This is an optimization exercise on Yosys and OpenROAD, whose aim is small area and a short achievable clock period, not a production implementation. Function was checked by simulation only, so behaviour that the tests miss may differ from the original. Power is estimated from default activity; no workload was simulated.

Design instruction_buffer_nway, start of the top module:
module instruction_buffer_nway #(
    parameter int P_ENTRY_W  = 102,
    parameter int P_DEPTH    = 32,
    parameter int P_DEPTH_W  = 5,
    parameter int P_IN_WAYS  = 2,
    parameter int P_OUT_WAYS = 2,
    parameter int P_STOP_TH  = 26
) (
    input  logic                             iCLOCK,
    input  logic                             inRESET,
    input  logic                             iFREE_REFRESH,
    input  logic [P_IN_WAYS-1:0]             iPREVIOUS_VALID,
    input  logic [P_IN_WAYS*P_ENTRY_W-1:0]   iPREVIOUS_DATA,
    output logic                             oPREVIOUS_FETCH_STOP,
    output logic                             oPREVIOUS_LOCK,
    output logic [P_OUT_WAYS-1:0]            oNEXT_VALID,
    output logic [P_OUT_WAYS*P_ENTRY_W-1:0]  oNEXT_DATA,
    input  logic                             iNEXT_LOCK,
    output logic [P_DEPTH_W:0]               oCOUNT
);
Settings: LEC_CHECK=0, ABC_CLOCK_PERIOD_IN_PS=2800, CAP_MARGIN=20, CORE_MARGIN=2, CORE_UTILIZATION=60, CTS_CLUSTER_DIAMETER=70, CTS_CLUSTER_SIZE=24, SETUP_SLACK_MARGIN=3.2, SLEW_MARGIN=20; clock period 6.0 ns.
run.sh (not shown) runs the stock make flow with config.mk's settings and CLKGATE_MAP_FILE= SYNTH_SCRIPT=/design/flow/synth_recipe.tcl, a recipe that flattens the netlist after the stock synthesis.
The baseline completed without violations.
Then changed:
Settings changed: CORE_UTILIZATION 60 to 45.
=> Register-to-register slack gains 0.04 ns. Power shrinks by 1.3%. Final area grows by 1.2%. Die area grows by 33%. Synthesized cell count is unchanged. First-iteration DRC count shrinks by 6.4%. Sequential share of layout area shrinks by 0.85 points. Sequential power hardly moves. Critical path depth stays the same. Wire length grows by 1.0%. Clock power shrinks by about 3%.
Then changed:
Settings changed: ABC_CLOCK_PERIOD_IN_PS 2800 to unset, CORE_UTILIZATION 45 to 70, CTS_BUF_LIST set to sky130_fd_sc_hd__clkbuf_8, CTS_CLUSTER_DIAMETER 70 to 40, CTS_CLUSTER_SIZE 24 to 20.
Outcome: Final area is lower by 0.46%; clock skew came out higher by 0.048 ns; flip-flop and latch count stays the same.
Then changed:
Settings changed: ABC_CLOCK_PERIOD_IN_PS set to 2800, CTS_BUF_LIST sky130_fd_sc_hd__clkbuf_8 to unset, CTS_CLUSTER_DIAMETER 40 to 70, CTS_CLUSTER_SIZE 20 to 24.
The changed run produced a clean layout.
Register-to-register slack got worse by 0.10 ns.
Worst setup slack improved by 0.16 ns.
Hold slack improved by 0.011 ns.
Fmax came out higher by 5.4%.
Sequential cell count does not change.
Cell count came out lower by 3.6%.
Critical path depth came out higher by 5.
Then changed:
Settings changed: CORE_UTILIZATION 70 to 50, CTS_CLUSTER_SIZE 24 to 28.
Via count decreases by 0.96%; count of clock-buffer cells in the layout drops by 4; global-route usage drops by 11 points; combinational power rises by about 3%; critical path depth falls by 5; power came out higher by 4.1%; final area increases by about 1.5%; synthesized area stays the same; routed wire length climbs by about 7%; cell count increases by about 11%.


lagoon:
instruction_buffer_nway again, from the RTL that the note above started with.
==> flow/config.mk <==
export PLATFORM = sky130hd
export DESIGN_NAME = instruction_buffer_nway
export DESIGN_NICKNAME = instruction_buffer_nway
export VERILOG_FILES = /design/flow/design.v
export SDC_FILE = /design/flow/constraint.sdc
export NUM_CORES = 4
export LEC_CHECK = 0
export CAP_MARGIN = 20
export CORE_MARGIN = 2
export CORE_UTILIZATION = 40
export SLEW_MARGIN = 20
==> flow/constraint.sdc <==
create_clock -name core_clock -period 6.0 [get_ports {iCLOCK}]
set_input_delay 1.2000 -clock core_clock [delete_from_list [all_inputs] [get_ports {iCLOCK}]]
set_output_delay 1.2000 -clock core_clock [all_outputs]
set_load 0.01 [all_outputs]
lagoon finished every stage and its layout cleared the timing, design-rule and antenna checks.
The inputs of zinc differ from those of lagoon as listed below.
Settings: an added ABC_CLOCK_PERIOD_IN_PS of 2800; an added SETUP_SLACK_MARGIN of 3.2; an added CTS_CLUSTER_SIZE of 24; a change of CORE_UTILIZATION from 40 to 50; an added CTS_CLUSTER_DIAMETER of 70.
## What came out
zinc ran to completion and came out clean on the timing, design-rule and antenna checks. Power share of the clock group | zinc below lagoon. The number of placed instances, taps included of zinc is lower than that of lagoon. Compared with lagoon, zinc instantiates a smaller number of standard cells. Compared with lagoon, in zinc number of gates resized after CTS +768; power -about 13%.
Edits applied to the flow inputs when going from zinc to violet:
Settings: a change of CORE_UTILIZATION from 50 to 60; a deleted CTS_CLUSTER_SIZE that had been 24; a deleted CTS_CLUSTER_DIAMETER that had been 70.
--- outcome ---
Relative to zinc, the count of filler cells inserted in the layout measured on violet has decreased by more than a quarter. violet reports a lower met1 wire length than zinc does. violet ends up with a routed wire length that is 1600 µm higher than in zinc.
### violet -> raven
Settings: an added CTS_CLUSTER_SIZE of 24; a change of CORE_UTILIZATION from 60 to 55; an added CTS_CLUSTER_DIAMETER of 70.
Results
In the reports for raven and violet, the larger global-route wire length before repair belongs to raven. From violet to raven, number of logic stages on the critical path including buffering did not move at all. raven vs violet, end of the critical path: oNEXT_DATA[45] vs oNEXT_DATA[47]. [compare] base=violet new=raven: core area moved up, clock network area share -3.4 points, register clock-pin slew on the reported worst setup and hold paths +0.03 ns, number of signal-net buffers in the layout shrank by about 3.8%.


main:
Starting RTL as in the previous note.
// instruction_buffer_nway
module instruction_buffer_nway #(
    parameter int P_ENTRY_W  = 102,
    parameter int P_DEPTH    = 32,
    parameter int P_DEPTH_W  = 5,
    parameter int P_IN_WAYS  = 2,
    parameter int P_OUT_WAYS = 2,
    parameter int P_STOP_TH  = 26
) (
    input  logic                             iCLOCK,
    input  logic                             inRESET,
    input  logic                             iFREE_REFRESH,
    input  logic [P_IN_WAYS-1:0]             iPREVIOUS_VALID,
    input  logic [P_IN_WAYS*P_ENTRY_W-1:0]   iPREVIOUS_DATA,
    output logic                             oPREVIOUS_FETCH_STOP,
    output logic                             oPREVIOUS_LOCK,
    output logic [P_OUT_WAYS-1:0]            oNEXT_VALID,
    output logic [P_OUT_WAYS*P_ENTRY_W-1:0]  oNEXT_DATA,
    input  logic                             iNEXT_LOCK,
    output logic [P_DEPTH_W:0]               oCOUNT
);
clock: 6.0 ns
lec_check: 0
abc_clock_period_in_ps: 2800
cap_margin: 20
core_margin: 2
core_utilization: 60
cts_cluster_diameter: 70
cts_cluster_size: 24
setup_slack_margin: 3.2
slew_margin: 20
standard.sh (not shown) runs the stock make flow with config.mk's settings and CLKGATE_MAP_FILE= SYNTH_SCRIPT=/design/flow/synth_recipe.tcl, a recipe that flattens the netlist after the stock synthesis.
==> flow/flow/run.sh <==
#!/bin/bash
# Standard ORFS layout, with plain buffers (instead of clkdlybuf4s50_1) on the ports.
set -euo pipefail
bash standard.sh BUFFER_PORTS_ARGS="-buffer_cell sky130_fd_sc_hd__buf_2" finish > flow_make.log 2>&1
The following lists how the feature branch was set up differently from main:
Settings: CTS_CLUSTER_SIZE now 30, was 24; ABC_CLOCK_PERIOD_IN_PS no longer set, was 2800; CTS_CLUSTER_DIAMETER now 80, was 70; SETUP_SLACK_MARGIN now 3.4, was 3.2.
==> flow/run.sh (new file) <==
#!/bin/bash
# synth_recipe.tcl (not shown) runs the flow's synth.tcl, then flattens the netlist and writes it again
# the make line also repeats each setting of config.mk as NAME=value (left out here)
make -C /OpenROAD-flow-scripts/flow DESIGN_CONFIG=/design/flow/config.mk WORK_HOME=/design/flow/orfs CLKGATE_MAP_FILE= SYNTH_SCRIPT=/design/flow/synth_recipe.tcl finish
removed: flow/flow/run.sh
removed: flow/standard.sh
[summary]
Lower part of the total power dissipated in combinational logic among main and the feature branch: main. The final standard cell area without fillers of the feature branch was inferior to that of main. Between main and the feature branch, the clock network fraction of design power is lower for the feature branch. The number of placed instances with taps included was comparable across main and the feature branch. Final worst-path setup slack improves in the feature branch relative to main.

## separate check: timing with driven ports
In the flow no input, the clock included, has a driving cell. The finished layouts below were timed again as built, in two steps.
Step 1, drivers: a clkbuf_16 drives iCLOCK and a buf_2 each remaining input, both assumed.
Step 2 adds t to the input delays and takes it off the output delays; t is the mean of the earliest and latest rising clock arrival at the registers after step 1. Input paths then give back, and output paths get back, about the clock's delay inside the block.
a / b / c = ideal ports / drivers / drivers and shift; a / b = the first two.
run	t, ns	setup slack, ns	worst slew at a driven data input, ns
the first run of note 1	0.985	3.002 / 2.897 / 2.141	0.19
the second run of note 1	0.951	2.797 / 2.714 / 2.168	0.22
the third run of note 1	1.192	2.835 / 2.746 / 2.044	0.32
the fourth run of note 1	0.968	2.997 / 2.938 / 2.177	0.32
the fifth run of note 1	0.956	2.961 / 2.875 / 2.098	0.25
lagoon	0.957	1.393 / 1.371 / 0.882	0.33
zinc	0.953	3.000 / 2.917 / 2.185	0.23
violet	1.046	2.942 / 2.852 / 2.139	0.19
raven	0.951	3.026 / 2.935 / 2.176	0.26
main	0.945	2.924 / 2.831 / 2.194	0.22
the feature branch	0.952	3.006 / 2.912 / 2.210	0.21
After both steps setup and hold are still met in every run listed. For the fifth run of note 1, which loses most, drivers alone change the setup slack by -0.086 ns; drivers and shift together by -0.863 ns.
